Context: an optimization exercise on an open-source flow, tuned for small area, a short achievable clock period and few clock cycles. The choices shown serve that exercise and are no tape-out recipe.
In this exercise RTL edits were held to simulation tests only and were not proved equivalent to the original.
Power figures rest on the tool's default switching activity, not on a simulated workload.

[design/flow/config.mk]
export PLATFORM = sky130hd
export DESIGN_NAME = swept_box_collision_resolver
export DESIGN_NICKNAME = swept_box_collision_resolver
export VERILOG_FILES = /design/flow/design.v
export SDC_FILE = /design/flow/constraint.sdc
export NUM_CORES = 4
export LEC_CHECK = 0
export CAP_MARGIN = 30
export CORE_MARGIN = 2
export CORE_UTILIZATION = 35
export SLEW_MARGIN = 20
export SYNTH_MEMORY_MAX_BITS = 16384
[design/flow/constraint.sdc]
create_clock -name core_clock -period 12.0 [get_ports {clk}]
set_input_delay 2.4000 -clock core_clock [delete_from_list [all_inputs] [get_ports {clk}]]
set_output_delay 2.4000 -clock core_clock [all_outputs]
set_load 0.01 [all_outputs]
[design/flow/design.v]
module swept_box_collision_resolver (
  input  logic               clk,
  input  logic               rst_n,
  input  logic               cfg_we,
  input  logic [1:0]         cfg_index,
  input  logic [30:0]        cfg_wdata,
  input  logic               in_valid,
  output logic               in_ready,
  input  logic               in_req_type,
  input  logic [5:0]         in_entry_index,
  input  logic signed [31:0] in_box_x,
  input  logic signed [31:0] in_box_y,
  input  logic [30:0]        in_box_width,
  input  logic [30:0]        in_box_height,
  input  logic               in_box_jumpthrough,
  input  logic signed [31:0] in_last_x,
  input  logic signed [31:0] in_last_y,
  input  logic signed [31:0] in_vel_x,
  input  logic signed [31:0] in_vel_y,
  output logic               out_valid,
  input  logic               out_ready,
  output logic signed [31:0] out_new_x,
  output logic signed [31:0] out_new_y,
  output logic signed [31:0] out_new_last_x,
  output logic signed [31:0] out_new_last_y,
  output logic signed [31:0] out_new_vel_x,
  output logic signed [31:0] out_new_vel_y,
  output logic [3:0]         out_contact_sides,
  output logic [5:0]         out_contact_index,
  output logic               out_any_contact,
  output logic               out_limit_reached
);
  localparam int TABLE_DEPTH = 16;
  localparam int PASS_LIMIT  = 32;
  localparam int FRAC_BITS   = 16;
  localparam int IDX_W       = $clog2(TABLE_DEPTH);
  localparam int CNT_W       = 7;
  localparam int PASS_W      = $clog2(PASS_LIMIT + 2);
  localparam int DCNT_W      = $clog2(FRAC_BITS);
  localparam int G_W  = 40;
  localparam int MB_W = FRAC_BITS + 2;
  typedef logic signed [G_W-1:0]  geo_t;
  typedef logic [MB_W-1:0]        time_t;
  typedef logic signed [MB_W-1:0] mulb_t;
  typedef logic signed [G_W+MB_W-1:0] prod_t;
  localparam time_t Q_ONE = time_t'(1) << FRAC_BITS;
  localparam geo_t  EPS   = geo_t'(1);
  localparam logic [1:0] CFG_PLATFORM_COUNT = 2'd0;
  localparam logic [1:0] CFG_PLAYER_WIDTH   = 2'd1;
  localparam logic [1:0] CFG_PLAYER_HEIGHT  = 2'd2;
  localparam logic REQ_LOAD    = 1'b0;
  localparam logic REQ_RESOLVE = 1'b1;
  localparam logic [3:0] SIDE_TOP    = 4'b0001;
  localparam logic [3:0] SIDE_BOTTOM = 4'b0010;
  localparam logic [3:0] SIDE_LEFT   = 4'b0100;
  localparam logic [3:0] SIDE_RIGHT  = 4'b1000;
  typedef struct packed {
    logic signed [31:0] left;
    logic signed [31:0] bottom;
    logic [30:0]        width;
    logic [30:0]        height;
    logic               jumpthrough;
  } entry_t;
  function automatic geo_t ext_s32(input logic signed [31:0] v);
    ext_s32 = geo_t'(v);
  endfunction
  function automatic geo_t ext_u31(input logic [30:0] v);
    ext_u31 = geo_t'({1'b0, v});
  endfunction
  function automatic geo_t sat32(input geo_t v);
    geo_t hi;
    geo_t lo;
    hi = geo_t'(32'sh7fff_ffff);
    lo = -hi - geo_t'(1);
    if (v > hi) sat32 = hi;
    else if (v < lo) sat32 = lo;
    else sat32 = v;
  endfunction
  localparam logic [4:0] ST_IDLE  = 5'd0;
  localparam logic [4:0] ST_PASS  = 5'd1;
  localparam logic [4:0] ST_RD    = 5'd2;
  localparam logic [4:0] ST_GEO   = 5'd3;
  localparam logic [4:0] ST_XCHK  = 5'd4;
  localparam logic [4:0] ST_DPREP = 5'd5;
  localparam logic [4:0] ST_DIV   = 5'd6;
  localparam logic [4:0] ST_XMUL  = 5'd7;
  localparam logic [4:0] ST_MUL   = 5'd8;
  localparam logic [4:0] ST_XPOS  = 5'd9;
  localparam logic [4:0] ST_YCHK  = 5'd10;
  localparam logic [4:0] ST_YMUL  = 5'd11;
  localparam logic [4:0] ST_YPOS  = 5'd12;
  localparam logic [4:0] ST_EVAL  = 5'd13;
  localparam logic [4:0] ST_CMP   = 5'd14;
  localparam logic [4:0] ST_NEXT  = 5'd15;
  localparam logic [4:0] ST_PEND  = 5'd16;
  localparam logic [4:0] ST_U1    = 5'd17;
  localparam logic [4:0] ST_U2    = 5'd18;
  localparam logic [4:0] ST_U3    = 5'd19;
  localparam logic [4:0] ST_U4    = 5'd20;
  localparam logic [4:0] ST_U5    = 5'd21;
  localparam logic [4:0] ST_U6    = 5'd22;
  localparam logic [4:0] ST_U7    = 5'd23;
  localparam logic [4:0] ST_DONE  = 5'd24;
  logic [CNT_W-1:0] platform_count_r;
  logic [30:0]      player_width_r;
  logic [30:0]      player_height_r;
  logic [4:0]       state_r;
  logic [4:0]       div_ret_r;
  logic [4:0]       mul_ret_r;
  logic             load_r;
  logic [CNT_W-1:0] count_r;
  logic [CNT_W-1:0] k_r;
  logic [PASS_W-1:0] passes_r;
  logic             hit_r;
  logic             hx_r;
  logic             hy_r;
  logic             any_r;
  logic             limit_r;
  logic             out_valid_r;
  geo_t  px_r, py_r, lx_r, ly_r, vx_r, vy_r;
  geo_t  mr_r, mt_r, lr_r, lt_r;
  time_t rem_r;
  logic [126:0] mem [0:TABLE_DEPTH-1];
  entry_t ent_q_r;
  geo_t   sl_r, sb_r, sr_r, st_r;
  logic   jt_r;
  logic [3:0] sides_r;
  time_t      tx_r, ty_r;
  geo_t       nx_r, ny_r;
  time_t      cur_time_r;
  geo_t       cur_area_r;
  logic       cur_axis_y_r;
  time_t      best_time_r;
  geo_t       best_area_r;
  logic       best_axis_y_r;
  logic [3:0] best_sides_r;
  logic [IDX_W-1:0] best_idx_r;
  logic [3:0]       csides_r;
  logic [IDX_W-1:0] cidx_r;
  geo_t              dnum_r, dden_r;
  logic [G_W-1:0]    drem_r, aden_r;
  time_t             dq_r;
  logic [DCNT_W-1:0] dcnt_r;
  geo_t  mul_a_r;
  mulb_t mul_b_r;
  prod_t prod_r;
  geo_t  sh;
  logic signed [31:0] o_x_r, o_y_r, o_lx_r, o_ly_r, o_vx_r, o_vy_r;
  logic [3:0]         o_sides_r;
  logic [5:0]         o_idx_r;
  logic               o_any_r, o_limit_r;
  geo_t  pw, ph;
  logic  ovl_y, ovl_x, x_right, x_left, y_bot, y_top;
  geo_t  anum, aden;
  logic  dsign_diff;
  logic [G_W:0] dtrial;
  geo_t  nyc, nxc;
  geo_t  area_y, area_x;
  time_t one_minus_t;
  logic  axis_y;
  logic  accept;
  assign pw = ext_u31(player_width_r);
  assign ph = ext_u31(player_height_r);
  assign sh = geo_t'(prod_r >>> FRAC_BITS);
  assign accept = in_valid && in_ready;
  assign in_ready = (state_r == ST_IDLE);
  assign one_minus_t = Q_ONE - best_time_r;
  always_comb begin
    ovl_y   = ((py_r < ly_r) ? py_r : ly_r) < st_r - EPS &&
              ((mt_r > lt_r) ? mt_r : lt_r) > sb_r + EPS;
    x_right = lr_r <= sl_r + EPS && mr_r > sl_r + EPS;
    x_left  = lx_r >= sr_r - EPS && px_r < sr_r - EPS;
    ovl_x   = ((px_r < lx_r) ? px_r : lx_r) < sr_r - EPS &&
              ((mr_r > lr_r) ? mr_r : lr_r) > sl_r + EPS;
    y_bot   = lt_r <= sb_r + EPS && mt_r > sb_r + EPS;
    y_top   = ly_r >= st_r - EPS && py_r < st_r - EPS;
  end
  always_comb begin
    anum = dnum_r[G_W-1] ? -dnum_r : dnum_r;
    aden = dden_r[G_W-1] ? -dden_r : dden_r;
    dsign_diff = dnum_r[G_W-1] ^ dden_r[G_W-1];
    dtrial = {drem_r, 1'b0};
  end
  always_comb begin
    nyc = ly_r + sh;
    nxc = lx_r + sh;
    area_y = (((sr_r < nx_r + pw) ? sr_r : nx_r + pw) - ((sl_r > nx_r) ? sl_r : nx_r));
    area_x = (((st_r < ny_r + ph) ? st_r : ny_r + ph) - ((sb_r > ny_r) ? sb_r : ny_r));
    axis_y = !hx_r || (hy_r && ty_r < tx_r);
  end
  always_ff @(posedge clk) begin
    if (!rst_n) begin
      platform_count_r <= '0;
      player_width_r   <= '0;
      player_height_r  <= '0;
    end else if (cfg_we) begin
      unique case (cfg_index)
        CFG_PLATFORM_COUNT: platform_count_r <= cfg_wdata[CNT_W-1:0];
        CFG_PLAYER_WIDTH:   player_width_r   <= cfg_wdata;
        CFG_PLAYER_HEIGHT:  player_height_r  <= cfg_wdata;
        default: ;
      endcase
    end
  end
  always_ff @(posedge clk) begin
    if (accept && in_req_type == REQ_LOAD) begin
      mem[in_entry_index[IDX_W-1:0]] <= {in_box_x, in_box_y, in_box_width, in_box_height,
                                          in_box_jumpthrough};
    end
    ent_q_r <= mem[k_r[IDX_W-1:0]];
  end
  always_ff @(posedge clk) begin
    prod_r <= mul_a_r * mul_b_r;
  end
  always_ff @(posedge clk) begin
    if (!rst_n) begin
      state_r     <= ST_IDLE;
      out_valid_r <= 1'b0;
      div_ret_r   <= ST_IDLE;
      mul_ret_r   <= ST_IDLE;
      k_r         <= '0;
      passes_r    <= '0;
      hit_r       <= 1'b0;
      hx_r        <= 1'b0;
      hy_r        <= 1'b0;
      any_r       <= 1'b0;
      limit_r     <= 1'b0;
      load_r      <= 1'b0;
      dcnt_r      <= '0;
    end else begin
      if (out_valid_r && out_ready && state_r != ST_DONE) out_valid_r <= 1'b0;
      unique case (state_r)
        ST_IDLE: begin
          if (accept) begin
            load_r   <= (in_req_type == REQ_LOAD);
            px_r     <= ext_s32(in_box_x);
            py_r     <= ext_s32(in_box_y);
            lx_r     <= ext_s32(in_last_x);
            ly_r     <= ext_s32(in_last_y);
            vx_r     <= ext_s32(in_vel_x);
            vy_r     <= ext_s32(in_vel_y);
            count_r  <= (platform_count_r > CNT_W'(TABLE_DEPTH)) ?
                        CNT_W'(TABLE_DEPTH) : platform_count_r;
            rem_r    <= Q_ONE;
            passes_r <= '0;
            any_r    <= 1'b0;
            limit_r  <= 1'b0;
            csides_r <= '0;
            cidx_r   <= '0;
            state_r  <= (in_req_type == REQ_LOAD) ? ST_DONE : ST_PASS;
          end
        end
        ST_PASS: begin
          mr_r        <= px_r + pw;
          mt_r        <= py_r + ph;
          lr_r        <= lx_r + pw;
          lt_r        <= ly_r + ph;
          k_r         <= '0;
          hit_r       <= 1'b0;
          best_time_r <= Q_ONE + time_t'(1);
          best_area_r <= '0;
          state_r     <= (count_r == '0) ? ST_DONE : ST_RD;
        end
        ST_RD: begin
          state_r <= ST_GEO;
        end
        ST_GEO: begin
          sl_r    <= ext_s32(ent_q_r.left);
          sb_r    <= ext_s32(ent_q_r.bottom);
          sr_r    <= ext_s32(ent_q_r.left) + ext_u31(ent_q_r.width);
          st_r    <= ext_s32(ent_q_r.bottom) + ext_u31(ent_q_r.height);
          jt_r    <= ent_q_r.jumpthrough;
          hx_r    <= 1'b0;
          hy_r    <= 1'b0;
          sides_r <= '0;
          state_r <= ST_XCHK;
        end
        ST_XCHK: begin
          dden_r    <= px_r - lx_r;
          div_ret_r <= ST_XMUL;
          if (ovl_y && x_right) begin
            hx_r    <= 1'b1;
            sides_r <= sides_r | SIDE_RIGHT;
            dnum_r  <= sl_r - lr_r;
            state_r <= ST_DPREP;
          end else if (ovl_y && x_left) begin
            hx_r    <= 1'b1;
            sides_r <= sides_r | SIDE_LEFT;
            dnum_r  <= sr_r - lx_r;
            state_r <= ST_DPREP;
          end else begin
            state_r <= ST_YCHK;
          end
        end
        ST_DPREP: begin
          dq_r   <= '0;
          dcnt_r <= '0;
          if (dden_r == '0 || dnum_r == '0 || dsign_diff) begin
            state_r <= div_ret_r;
          end else if (anum >= aden) begin
            dq_r    <= Q_ONE;
            state_r <= div_ret_r;
          end else begin
            drem_r  <= anum;
            aden_r  <= aden;
            state_r <= ST_DIV;
          end
        end
        ST_DIV: begin
          if (dtrial >= {1'b0, aden_r}) begin
            drem_r <= G_W'(dtrial - {1'b0, aden_r});
            dq_r   <= {dq_r[MB_W-2:0], 1'b1};
          end else begin
            drem_r <= dtrial[G_W-1:0];
            dq_r   <= {dq_r[MB_W-2:0], 1'b0};
          end
          dcnt_r <= dcnt_r + DCNT_W'(1);
          if (dcnt_r == DCNT_W'(FRAC_BITS - 1)) state_r <= div_ret_r;
        end
        ST_XMUL: begin
          tx_r      <= dq_r;
          mul_a_r   <= py_r - ly_r;
          mul_b_r   <= mulb_t'(dq_r);
          mul_ret_r <= ST_XPOS;
          state_r   <= ST_MUL;
        end
        ST_MUL: begin
          state_r <= mul_ret_r;
        end
        ST_XPOS: begin
          ny_r <= nyc;
          if (nyc >= st_r - EPS || nyc + ph <= sb_r + EPS) begin
            hx_r    <= 1'b0;
            sides_r <= sides_r & ~(SIDE_LEFT | SIDE_RIGHT);
          end
          state_r <= ST_YCHK;
        end
        ST_YCHK: begin
          dden_r    <= py_r - ly_r;
          div_ret_r <= ST_YMUL;
          if (ovl_x && y_bot) begin
            hy_r    <= 1'b1;
            sides_r <= sides_r | SIDE_BOTTOM;
            dnum_r  <= sb_r - lt_r;
            state_r <= ST_DPREP;
          end else if (ovl_x && y_top && !jt_r) begin
            hy_r    <= 1'b1;
            sides_r <= sides_r | SIDE_TOP;
            dnum_r  <= st_r - ly_r;
            state_r <= ST_DPREP;
          end else begin
            state_r <= ST_EVAL;
          end
        end
        ST_YMUL: begin
          ty_r      <= dq_r;
          mul_a_r   <= px_r - lx_r;
          mul_b_r   <= mulb_t'(dq_r);
          mul_ret_r <= ST_YPOS;
          state_r   <= ST_MUL;
        end
        ST_YPOS: begin
          nx_r <= nxc;
          if (nxc >= sr_r - EPS || nxc + pw <= sl_r + EPS) begin
            hy_r    <= 1'b0;
            sides_r <= sides_r & ~(SIDE_TOP | SIDE_BOTTOM);
          end
          state_r <= ST_EVAL;
        end
        ST_EVAL: begin
          cur_axis_y_r <= axis_y;
          cur_time_r   <= axis_y ? ty_r : tx_r;
          cur_area_r   <= axis_y ? area_y : area_x;
          state_r      <= (!hx_r && !hy_r) ? ST_NEXT : ST_CMP;
        end
        ST_CMP: begin
          if (cur_time_r < best_time_r ||
              (cur_time_r < best_time_r + time_t'(1) && cur_area_r > best_area_r)) begin
            best_time_r   <= cur_time_r;
            best_area_r   <= cur_area_r;
            best_axis_y_r <= cur_axis_y_r;
            best_sides_r  <= sides_r;
            best_idx_r    <= k_r[IDX_W-1:0];
            hit_r         <= 1'b1;
          end
          state_r <= ST_NEXT;
        end
        ST_NEXT: begin
          if (k_r + CNT_W'(1) == count_r) begin
            state_r <= ST_PEND;
          end else begin
            k_r     <= k_r + CNT_W'(1);
            state_r <= ST_RD;
          end
        end
        ST_PEND: begin
          if (!hit_r) begin
            state_r <= ST_DONE;
          end else begin
            any_r     <= 1'b1;
            csides_r  <= best_sides_r;
            cidx_r    <= best_idx_r;
            mul_a_r   <= px_r - lx_r;
            mul_b_r   <= mulb_t'(best_time_r);
            mul_ret_r <= ST_U1;
            state_r   <= ST_MUL;
          end
        end
        ST_U1: begin
          px_r      <= sat32(lx_r + sh);
          mul_a_r   <= py_r - ly_r;
          mul_b_r   <= mulb_t'(best_time_r);
          mul_ret_r <= ST_U2;
          state_r   <= ST_MUL;
        end
        ST_U2: begin
          py_r      <= sat32(ly_r + sh);
          ly_r      <= sat32(ly_r + sh);
          lx_r      <= px_r;
          if (best_axis_y_r) vy_r <= '0;
          else vx_r <= '0;
          mul_a_r   <= best_axis_y_r ? vx_r : '0;
          mul_b_r   <= mulb_t'(one_minus_t);
          mul_ret_r <= ST_U3;
          state_r   <= ST_MUL;
        end
        ST_U3: begin
          mul_a_r   <= sh;
          mul_b_r   <= mulb_t'(rem_r);
          mul_ret_r <= ST_U4;
          state_r   <= ST_MUL;
        end
        ST_U4: begin
          px_r      <= sat32(px_r + sh);
          mul_a_r   <= vy_r;
          mul_b_r   <= mulb_t'(one_minus_t);
          mul_ret_r <= ST_U5;
          state_r   <= ST_MUL;
        end
        ST_U5: begin
          mul_a_r   <= sh;
          mul_b_r   <= mulb_t'(rem_r);
          mul_ret_r <= ST_U6;
          state_r   <= ST_MUL;
        end
        ST_U6: begin
          py_r      <= sat32(py_r + sh);
          mul_a_r   <= geo_t'({1'b0, one_minus_t});
          mul_b_r   <= mulb_t'(rem_r);
          mul_ret_r <= ST_U7;
          state_r   <= ST_MUL;
        end
        ST_U7: begin
          rem_r    <= time_t'(sh);
          passes_r <= passes_r + PASS_W'(1);
          if (passes_r + PASS_W'(1) > PASS_W'(PASS_LIMIT)) begin
            limit_r <= 1'b1;
            state_r <= ST_DONE;
          end else if (sh > EPS) begin
            state_r <= ST_PASS;
          end else begin
            state_r <= ST_DONE;
          end
        end
        ST_DONE: begin
          if (!out_valid_r || out_ready) begin
            out_valid_r <= 1'b1;
            state_r     <= ST_IDLE;
          end
        end
        default: state_r <= ST_IDLE;
      endcase
    end
  end
  always_ff @(posedge clk) begin
    if (state_r == ST_DONE && (!out_valid_r || out_ready)) begin
      o_x_r     <= load_r ? '0 : px_r[31:0];
      o_y_r     <= load_r ? '0 : py_r[31:0];
      o_lx_r    <= load_r ? '0 : lx_r[31:0];
      o_ly_r    <= load_r ? '0 : ly_r[31:0];
      o_vx_r    <= load_r ? '0 : vx_r[31:0];
      o_vy_r    <= load_r ? '0 : vy_r[31:0];
      o_sides_r <= csides_r;
      o_idx_r   <= 6'(cidx_r);
      o_any_r   <= any_r;
      o_limit_r <= limit_r;
    end
  end
  assign out_valid         = out_valid_r;
  assign out_new_x         = o_x_r;
  assign out_new_y         = o_y_r;
  assign out_new_last_x    = o_lx_r;
  assign out_new_last_y    = o_ly_r;
  assign out_new_vel_x     = o_vx_r;
  assign out_new_vel_y     = o_vy_r;
  assign out_contact_sides = o_sides_r;
  assign out_contact_index = o_idx_r;
  assign out_any_contact   = o_any_r;
  assign out_limit_reached = o_limit_r;
endmodule
[design/flow/run.sh]
#!/bin/bash
# synth_recipe.tcl (not shown) runs the flow's synth.tcl, then flattens the netlist and writes it again
# the make line also repeats each setting of config.mk as NAME=value (left out here)
make -C /OpenROAD-flow-scripts/flow DESIGN_CONFIG=/design/flow/config.mk WORK_HOME=/design/flow/orfs CLKGATE_MAP_FILE= SYNTH_SCRIPT=/design/flow/synth_recipe.tcl finish
==> summary.txt <==
post-route cell area 256000 um2; PD cells 228 nW/um2; crit path time final 10.64 ns; Synth top area share 43.7%; Die Span Y 805 um; Final ANT Viol Nets 0; Worst-Skew Late Latency 1.03 ns; Post-Syn Area 225000 um2; die area 648000 um2; RSZ-0062 raised after global routing false; Reg clk slew, reported paths 0.06 ns; Post-CTS Resized 0; period utilisation layout 88.6%; Post-Route Utilization 40.0%; fmax 0.0940 GHz; DP HPWL 668 mm; port buffer count 501; setup slack, reg-to-reg 1.36 ns; Sink Count 3545; Worst R2R Start prod_r[16]$_DFF_P_; Pleak 98.4 nW; Slew HR 21.5%; slowest CP cell xor2_1; nets 22.9k; gpl congestion 1.04; CP bufs+invs 6; fin. max-slew vios 0; starting density of the core 35.1%; syn avg cell area 11.8 um2; first-pass GRT wire length 1210 mm; fill cell total of the finished layout 60.7k; Fin. Hold Viols 0; All-Layer GR Usage 26.3%; hold_sp cidx_r[1]$_SDFFCE_PN0P_; grt total ovfl 0; Setup Buffers After CTS 0; CP max stage delay 0.80 ns; WP data arrival 11.36 ns; storage element area 104000 um2; commonest non-fill, non-tap cell in the layout edfxtp_1; Worst-Margin Slew 1.17 ns; core area 640000 um2; CTS max path bufs 4; Setup violations, final 0; Most used DFF post-synth edfxtp_1; I/O Pins 506; hold buffer count at cts 0; drt total wl 879 mm; R2R Path End sides_r[0]$_DFFE_PP_; Critical Path Start Type register; share of layout cells above drive strength 1 10.1%; #FFs+latches synth 3545; Die W 805 um; delay-heaviest family, CP compound AO/OA/AOI/OAI gates; Area growth syn-to-layout 14.1%; skew final 0.0544 ns; vias in the first global route 159k; DRT iter0 DRCs 20.0k; worst endpoint required time 12.72 ns; Post-DP Area 243000 um2; Post-Place Setup Slack 1.57 ns; CP max FO 5; R2R depth 36; CTS tree yes; Peak VDD IR 0.000387 V; CTS Root Cell clkbuf_16; register area share after synthesis 46.2%; WHS Path Cells 0; Gate Count Post-Synth 19.1k; drt wl/cell 30.4 um; setup TNS 0 ns; Worst Hold Class reg -> reg; area occupied by multi-input gates 114000 um2; Yosys warnings 1; largest net degree at the start of global routing 127; library cells used by synthesis 97; Max Cap Viol 0; Crit Path Class reg -> reg; antenna violations before repair 210; vias per cell 5.74; Worst Setup End Kind register; EDFF count, synth 3272; Hold EP o_idx_r[1]$_DFFE_PP_; FP Rows 294; Yosys top cell by area edfxtp_1; synth top area cells edfxtp_1 (44%), ha_1 (11%), mux4_2 (6.1%), fa_1 (6.1%), nand2_1 (2.8%); Initial DRT Pass Iterations 7; cts bufs inserted 388; run status no timing/DRC/antenna violations; H-tree Lvls 5; Remaining DRCs 0; DR vias 166k; Worst Setup Slack, final 1.36 ns; number of flip-flops in the largest register 2032; commonest non-fill, non-tap cells in the layout edfxtp_1 (3272), ha_1 (1971), nand2_1 (1701); Pwr Total 58.6 mW; Async SR Flop Fraction 0%
[cell families after synthesis]
kind of cell	share of synthesized area, %
DFF	46.2
xor gates and xnor gates	4.09
other	0.00167
and+or+nand+nor	10.6
adders and majority gates	17.1
AOI/OAI and AO/OA	11.3
muxes	7.46
buffers and inverters	3.31
[where the power goes]
part	switching (mW)	total [mW]	internal [mW]
registers	1.02	15.8	14.8
clock network	5.35	12.1	6.73
logic	19.8	30.7	10.9
[cell usage after synthesis, types with 26 or more instances]
library cell / instances
a221oi_1: 39
ha_1: 1971
a22o_1: 29
a21oi_1: 1215
mux2_2: 109
o21a_1: 200
nor2_1: 998
or2_2: 41
nand2_1: 1702
mux2i_1: 172
nand4_1: 261
a222oi_1: 53
mux4_2: 613
nor3_1: 240
o31ai_1: 64
xor2_1: 332
a2111oi_0: 34
a211oi_1: 131
a211o_1: 37
inv_1: 1357
a41oi_1: 31
or4_1: 28
a21o_1: 640
a22oi_1: 29
edfxtp_1: 3272
buf_1: 102
o21bai_1: 128
a21boi_0: 28
and2_1: 364
nor4_1: 67
or3_1: 102
fa_1: 689
nand3_1: 299
and4_1: 33
xnor2_1: 717
nand2b_1: 225
o21ai_0: 908
nor2b_1: 356
clkbuf_1: 506
a31oi_1: 95
a31o_2: 26
and3_1: 111
o211ai_1: 83
dfxtp_1: 273
[area by class of cell]
class                           count  area share, %
Clock buffer                      512           4.09
Tap cell                         8584           4.19
Timing Repair Buffer             1065           3.81
Sequential cell                  3545           40.4
Antenna cell                      107          0.104
Multi-Input combinational cell  13500           44.5
Clock inverter                    207          0.857
Inverter                         1360           1.99
[stage by stage]
| step | std cells | hold WS (ns) |
|---|---|---|
| final | 28900 | 0.420 |
| after global routing | 28800 | 0.434 |
| after CTS | 28800 | 0.422 |
| after detailed placement | 28100 | 0.407 |
| after global placement | 28000 | 0.406 |
| after floorplan | 19100 | 0.386 |
[worst max path at each step]
stage / startpoint / end / slack, ns / cells past startpoint
after global placement: nx_r[0]$_DFFE_PP_ / cur_area_r[39]$_DFFE_PP_ / 1.45 / 38
after CTS: nx_r[0]$_DFFE_PP_ / cur_area_r[39]$_DFFE_PP_ / 1.56 / 38
final: prod_r[16]$_DFF_P_ / sides_r[0]$_DFFE_PP_ / 1.36 / 36
after floorplan: rst_n / best_area_r[0]$_SDFFCE_PN0P_ / 0.95 / 3
after global routing: nx_r[0]$_DFFE_PP_ / cur_area_r[39]$_DFFE_PP_ / 0.78 / 38
after detailed placement: nx_r[0]$_DFFE_PP_ / cur_area_r[39]$_DFFE_PP_ / 1.57 / 38
[layer usage]
layer	vias to the layer above	global-route usage (%)	routed length, um
met3	1758	7.05	93300
met2	8087	39.2	378000
met1	83800	34.9	353000
met4	124	13.8	53600
li1	72300	-	-
met5	-	0	838
Testbench counts, summed over its fixed seeds: cycles 143,378.

## what the ideal ports hide
Ports are ideal in the flow. The routed layout listed here was re-timed in OpenROAD.
Step 1 (the two cells are an assumption about what drives the block):
set clk [get_ports {clk}]
set_driving_cell -lib_cell sky130_fd_sc_hd__clkbuf_16 $clk
set_driving_cell -lib_cell sky130_fd_sc_hd__buf_2 [delete_from_list [all_inputs] $clk]
Step 2 also shifts input and output timing later by t, the mid clock arrival at the registers, as if the neighbouring blocks saw the same clock.
a / b / c = ideal / step 1 / step 2; a / b = the first two.
shift t [ns]: 1.119
setup WS [ns]: 1.364 / 1.364 / 1.364
latest minus earliest clock arrival (ns): 0.063 / 0.063
worst register clock-pin slew, ns: 0.07 / 0.07
After both steps this run still meets setup and hold. The setup slack of this run moves by 0.000 ns with the drivers and by 0.000 ns with both steps.
